What follows belongs to an exercise in optimizing a design on an open flow for small area, a short achievable clock period and few clock cycles per item; a production flow would make more cautious choices.
Where RTL was checked, it was by simulation tests only, not by an equivalence proof against the original.
Power and IR drop assume default switching activity.

// tomasulo_core
module tomasulo_core (
  input  logic                             clk,
  input  logic                             rst,
  input  logic                             instr_req,
  input  logic [tomasulo_pkg::instr_w-1:0] instr,
  input  logic [tomasulo_pkg::reg_w-1:0]   dbg_addr,
  output logic                             instr_ack,
  output logic [tomasulo_pkg::data_w-1:0]  dbg_data,
  output logic                             dbg_busy,
  output logic                             wb_valid,
  output logic [tomasulo_pkg::reg_w-1:0]   wb_dest,
  output logic [tomasulo_pkg::data_w-1:0]  wb_data
);
  localparam int Q = 5;
  logic [Q-1:0] q_v;
  logic [Q-1:0] q_mul;
  logic [2:0]   q_dest [Q];
  logic [2:0]   q_sa   [Q];
  logic [2:0]   q_sb   [Q];
  logic [2:0] step;
  logic [31:0] ps;
  logic [31:0] pc;
  logic [0:0] px;
  logic [0:0] nx;
  logic [31:0] regs [1:7];
  logic [3:0] b_one;
  logic [3:0] b_two;
  logic [3:0] b_neg;
  logic [2:0]  op;
  logic [2:0]  i_dest;
  logic [2:0]  i_sa;
  logic [2:0]  i_sb;
  logic        i_add;
  logic        i_mul;
  logic        i_alu;
  logic        accept;
  logic        push;
  logic        pop;
  logic        mstep;
  logic        mlast;
  logic [31:0] rd_a;
  logic [31:0] rd_b;
  logic [31:0] sum;
  logic [31:0] ns;
  logic [31:0] nc;
  logic [31:0] wd_hi;
  logic [8:0] nd;
  logic [8:0] dsel;
  logic [2:0]  nh_sa;
  logic [2:0]  nh_sb;
  logic [8:0] pf;
  logic [8:0] pfd;
  assign {op, i_dest, i_sa, i_sb} = instr;
  assign i_add = (op == tomasulo_pkg::op_add);
  assign i_mul = (op == tomasulo_pkg::op_mul);
  assign i_alu = i_add || i_mul;
  assign mstep = q_v[0] && q_mul[0] && (step != 3'd4);
  assign pop   = q_v[0] && !mstep;
  assign mlast = q_v[0] && q_mul[0] && (step == 3'd3);
  assign accept = instr_req && !instr_ack && (!i_alu || !q_v[Q-1] || pop);
  assign push   = accept && i_alu;
  ...
==> module tomasulo_core, before the edit <==
module tomasulo_core (
  input  logic                             clk,
  input  logic                             rst,
  input  logic                             instr_req,
  input  logic [tomasulo_pkg::instr_w-1:0] instr,
  input  logic [tomasulo_pkg::reg_w-1:0]   dbg_addr,
  output logic                             instr_ack,
  output logic [tomasulo_pkg::data_w-1:0]  dbg_data,
  output logic                             dbg_busy,
  output logic                             wb_valid,
  output logic [tomasulo_pkg::reg_w-1:0]   wb_dest,
  output logic [tomasulo_pkg::data_w-1:0]  wb_data
);
  localparam int Q = 5;
  logic [Q-1:0] q_v;
  logic [Q-1:0] q_mul;
  logic [2:0]   q_dest [Q];
  logic [2:0]   q_sa   [Q];
  logic [2:0]   q_sb   [Q];
  logic [2:0] step;
  logic [31:0] ps;
  logic [31:0] pc;
  logic [0:0] px;
  logic [0:0] nx;
  logic [31:0] regs [1:7];
  logic [3:0] b_one;
  logic [3:0] b_two;
  logic [3:0] b_neg;
  logic [2:0]  op;
  logic [2:0]  i_dest;
  logic [2:0]  i_sa;
  logic [2:0]  i_sb;
  logic        i_add;
  logic        i_mul;
  logic        i_alu;
  logic        accept;
  logic        push;
  logic        pop;
  logic        mstep;
  logic        mlast;
  logic [31:0] rd_a;
  logic [31:0] rd_b;
  logic [31:0] sum;
  logic [31:0] ns;
  logic [31:0] nc;
  logic [31:0] wd_hi;
  logic [8:0] nd;
  logic [8:0] dsel;
  logic [2:0]  nh_sa;
  logic [2:0]  nh_sb;
  logic [8:0] pf;
  logic [8:0] pfd;
  assign {op, i_dest, i_sa, i_sb} = instr;
  assign i_add = (op == tomasulo_pkg::op_add);
  assign i_mul = (op == tomasulo_pkg::op_mul);
  assign i_alu = i_add || i_mul;
  assign mstep = q_v[0] && q_mul[0] && (step != 3'd4);
  assign pop   = q_v[0] && !mstep;
  assign mlast = q_v[0] && q_mul[0] && (step == 3'd3);
  assign accept = instr_req && !instr_ack && (!i_alu || !q_v[Q-1] || pop);
  assign push   = accept && i_alu;
  always_ff @(posedge clk) begin
    if (rst) begin
      instr_ack <= 1'b0;
    end else if (accept) begin
      instr_ack <= 1'b1;
    end else if (!instr_req) begin
      instr_ack <= 1'b0;
    end
  end
  logic [Q-1:0] q_here;
  logic [Q:0]   q_vx;
  assign q_vx = {1'b0, q_v};
  always_comb begin
    for (int i = 0; i < Q; i++) begin
      if (pop) begin
        q_here[i] = push && q_vx[i] && !q_vx[i + 1];
      end else begin
        q_here[i] = push && !q_vx[i] && ((i == 0) || q_vx[(i + Q) % (Q + 1)]);
      end
    end
  end
  always_ff @(posedge clk) begin
    if (rst) begin
      q_v  <= '0;
      step <= '0;
    end else begin
      for (int i = 0; i < Q; i++) begin
        q_v[i] <= (pop ? q_vx[i + 1] : q_v[i]) || q_here[i];
      end
      if (pop) begin
        step <= '0;
      end else if (mstep) begin
        step <= step + 1'b1;
      end
    end
  end
  always_ff @(posedge clk) begin
    for (int i = 0; i < Q; i++) begin
      if (q_here[i]) begin
        q_mul[i]  <= i_mul;
        q_dest[i] <= i_dest;
        q_sa[i]   <= i_sa;
        q_sb[i]   <= i_sb;
      end else if (pop && (i + 1 < Q)) begin
        q_mul[i]  <= q_mul[(i + 1) % Q];
        q_dest[i] <= q_dest[(i + 1) % Q];
        q_sa[i]   <= q_sa[(i + 1) % Q];
        q_sb[i]   <= q_sb[(i + 1) % Q];
      end else if ((i == 0) && mlast) begin
        q_sa[i] <= 3'd0;
        q_sb[i] <= 3'd0;
      end
    end
  end
  always_comb begin
    rd_a = {ps[31] ^ (^px), ps[30:0]};
    rd_b = pc;
    for (int k = 1; k < 8; k++) begin
      if (q_sa[0] == 3'(k)) rd_a = regs[k];
      if (q_sb[0] == 3'(k)) rd_b = regs[k];
    end
  end
  assign sum = rd_a + rd_b;
  always_comb begin
    case (step)
      3'd0: nd = {rd_b[23:16], rd_b[15]};
      3'd1: nd = {rd_b[15:8], rd_b[7]};
      3'd2: nd = {rd_b[7:0], 1'b0};
      default: nd = '0;
    endcase
  end
  assign nh_sa = (pop && q_v[1 % Q] && (Q > 1)) ? q_sa[1 % Q] : i_sa;
  assign nh_sb = (pop && q_v[1 % Q] && (Q > 1)) ? q_sb[1 % Q] : i_sb;
  always_comb begin
    pf = '0;
    for (int k = 1; k < 8; k++) begin
      if (nh_sb == 3'(k)) pf = regs[k][31:23];
    end
    if (pop && (q_dest[0] == nh_sb) && (nh_sb != 3'd0)) pf = sum[31:23];
  end
  assign pfd = {pf[8:1], pf[0]};
  always_comb begin
    if (mstep) begin
      dsel = ((q_sa[0] == 3'd0) || (q_sb[0] == 3'd0)) ? '0 : nd;
    end else begin
      dsel = ((nh_sa == 3'd0) || (nh_sb == 3'd0)) ? '0 : pfd;
    end
  end
  always_ff @(posedge clk) begin
    for (int i = 0; i < 4; i++) begin
      b_one[i] <= dsel[2 * i + 1] ^ dsel[2 * i];
      b_two[i] <= (dsel[2 * i + 2] & ~dsel[2 * i + 1] & ~dsel[2 * i]) |
                  (~dsel[2 * i + 2] & dsel[2 * i + 1] & dsel[2 * i]);
      b_neg[i] <= dsel[2 * i + 2];
    end
  end
  mul_csa_step csa_inst (.a(rd_a), .one(b_one), .two(b_two), .neg(b_neg),
                         .ps(ps), .pc(pc), .s(ns), .c(nc), .x(nx));
  always_ff @(posedge clk) begin
    if (rst || !mstep) begin
      ps <= '0;
      pc <= '0;
      px <= '0;
    end else begin
      ps <= ns;
      pc <= nc;
      px <= nx;
    end
  end
  assign wd_hi = rst ? 32'd0 : sum;
  always_ff @(posedge clk) begin
    for (int k = 1; k < 8; k++) begin
      if (rst || (pop && (q_dest[0] == 3'(k)))) begin
        regs[k] <= {wd_hi[31:3], rst ? 3'(k) : sum[2:0]};
      end
    end
  end
  always_ff @(posedge clk) begin
    if (rst) begin
      wb_valid <= 1'b0;
    end else begin
      wb_valid <= pop;
    end
    wb_dest <= q_dest[0];
    wb_data <= sum;
  end
  always_comb begin
    dbg_data = '0;
    for (int k = 1; k < 8; k++) begin
      if (dbg_addr == 3'(k)) dbg_data = regs[k];
    end
  end
  always_comb begin
    dbg_busy = wb_valid && (wb_dest == dbg_addr);
    for (int i = 0; i < Q; i++) begin
      if (q_v[i] && (q_dest[i] == dbg_addr)) dbg_busy = 1'b1;
    end
    if (dbg_addr == 3'd0) dbg_busy = 1'b0;
  end
endmodule
==> flow/config.mk <==
export PLATFORM = sky130hd
export DESIGN_NAME = tomasulo_core
export DESIGN_NICKNAME = tomasulo_core
export VERILOG_FILES = /design/flow/design.v
export SDC_FILE = /design/flow/constraint.sdc
export NUM_CORES = 4
export LEC_CHECK = 0
export CAP_MARGIN = 20
export CORE_MARGIN = 2
export CORE_UTILIZATION = 55
export CTS_BUF_LIST = sky130_fd_sc_hd__clkbuf_16
export CTS_CLUSTER_DIAMETER = 120
export CTS_CLUSTER_SIZE = 24
export SETUP_SLACK_MARGIN = 4.0
export SLEW_MARGIN = 20
==> flow/constraint.sdc <==
create_clock -name core_clock -period 9.0 [get_ports {clk}]
set_input_delay 1.8000 -clock core_clock [delete_from_list [all_inputs] [get_ports {clk}]]
set_output_delay 1.8000 -clock core_clock [all_outputs]
set_load 0.01 [all_outputs]
run.sh (not shown) runs the stock make flow with config.mk's settings and CLKGATE_MAP_FILE= SYNTH_SCRIPT=/design/flow/synth_recipe.tcl, a recipe that flattens the netlist after the stock synthesis.
The starting point finished with timing, DRC and antenna clean.
Testbench counts at the start, summed over its fixed seeds: cycles 10,091, instrs 4,800.
Change:
--- a/flow/design.v
+++ b/flow/design.v
@@ -579,12 +579,13 @@
   assign pfd = {pf[8:1], pf[0]};
   always_comb begin
     if (mstep) begin
       dsel = ((q_sa[0] == 3'd0) || (q_sb[0] == 3'd0)) ? '0 : nd;
     end else begin
       dsel = ((nh_sa == 3'd0) || (nh_sb == 3'd0)) ? '0 : pfd;
+      dsel[8:9] = '0;
     end
   end
   always_ff @(posedge clk) begin
     for (int i = 0; i < 4; i++) begin
       b_one[i] <= dsel[2 * i + 1] ^ dsel[2 * i];
       b_two[i] <= (dsel[2 * i + 2] & ~dsel[2 * i + 1] & ~dsel[2 * i]) |
Outcome: Register-to-register slack gets better by 0.17 ns; synthesized area came out lower by about 0.5%; first-iteration DRC count shrinks by 38%; setup slack improved by 0.11 ns; power falls by about 16%; sequential share of layout area climbs by 0.98 points; die area fell by 0.51%.
Function not checked in the second run of this note: the RTL went through the layout flow alone.

re-timing with driven ports:
The flow's constraints put no driver on any port. The routed layouts listed below were extracted and timed again, unchanged, in two steps.
Step 1: set_driving_cell puts a clkbuf_16 on clk and a buf_2 on each other input, an assumption about the parent block.
Step 2, shift: input delay + t, output delay - t, t = (earliest + latest rising clock arrival at the registers) / 2. This alone moves slack from input paths to output paths.
a / b / c = ideal ports / drivers / drivers and shift; a / b = the first two.
run | t (ns) | slack for setup (ns) | worst register clock-pin slew, ns
the first run | 0.623 | 3.878 / 3.833 / 3.610 | 0.12 / 0.12
the second run | 0.625 | 3.993 / 3.795 / 3.728 | 0.11 / 0.11
After both steps setup and hold are still met in every run listed. For the first run, which loses most, drivers alone change the setup slack by -0.045 ns; drivers and shift together by -0.268 ns.
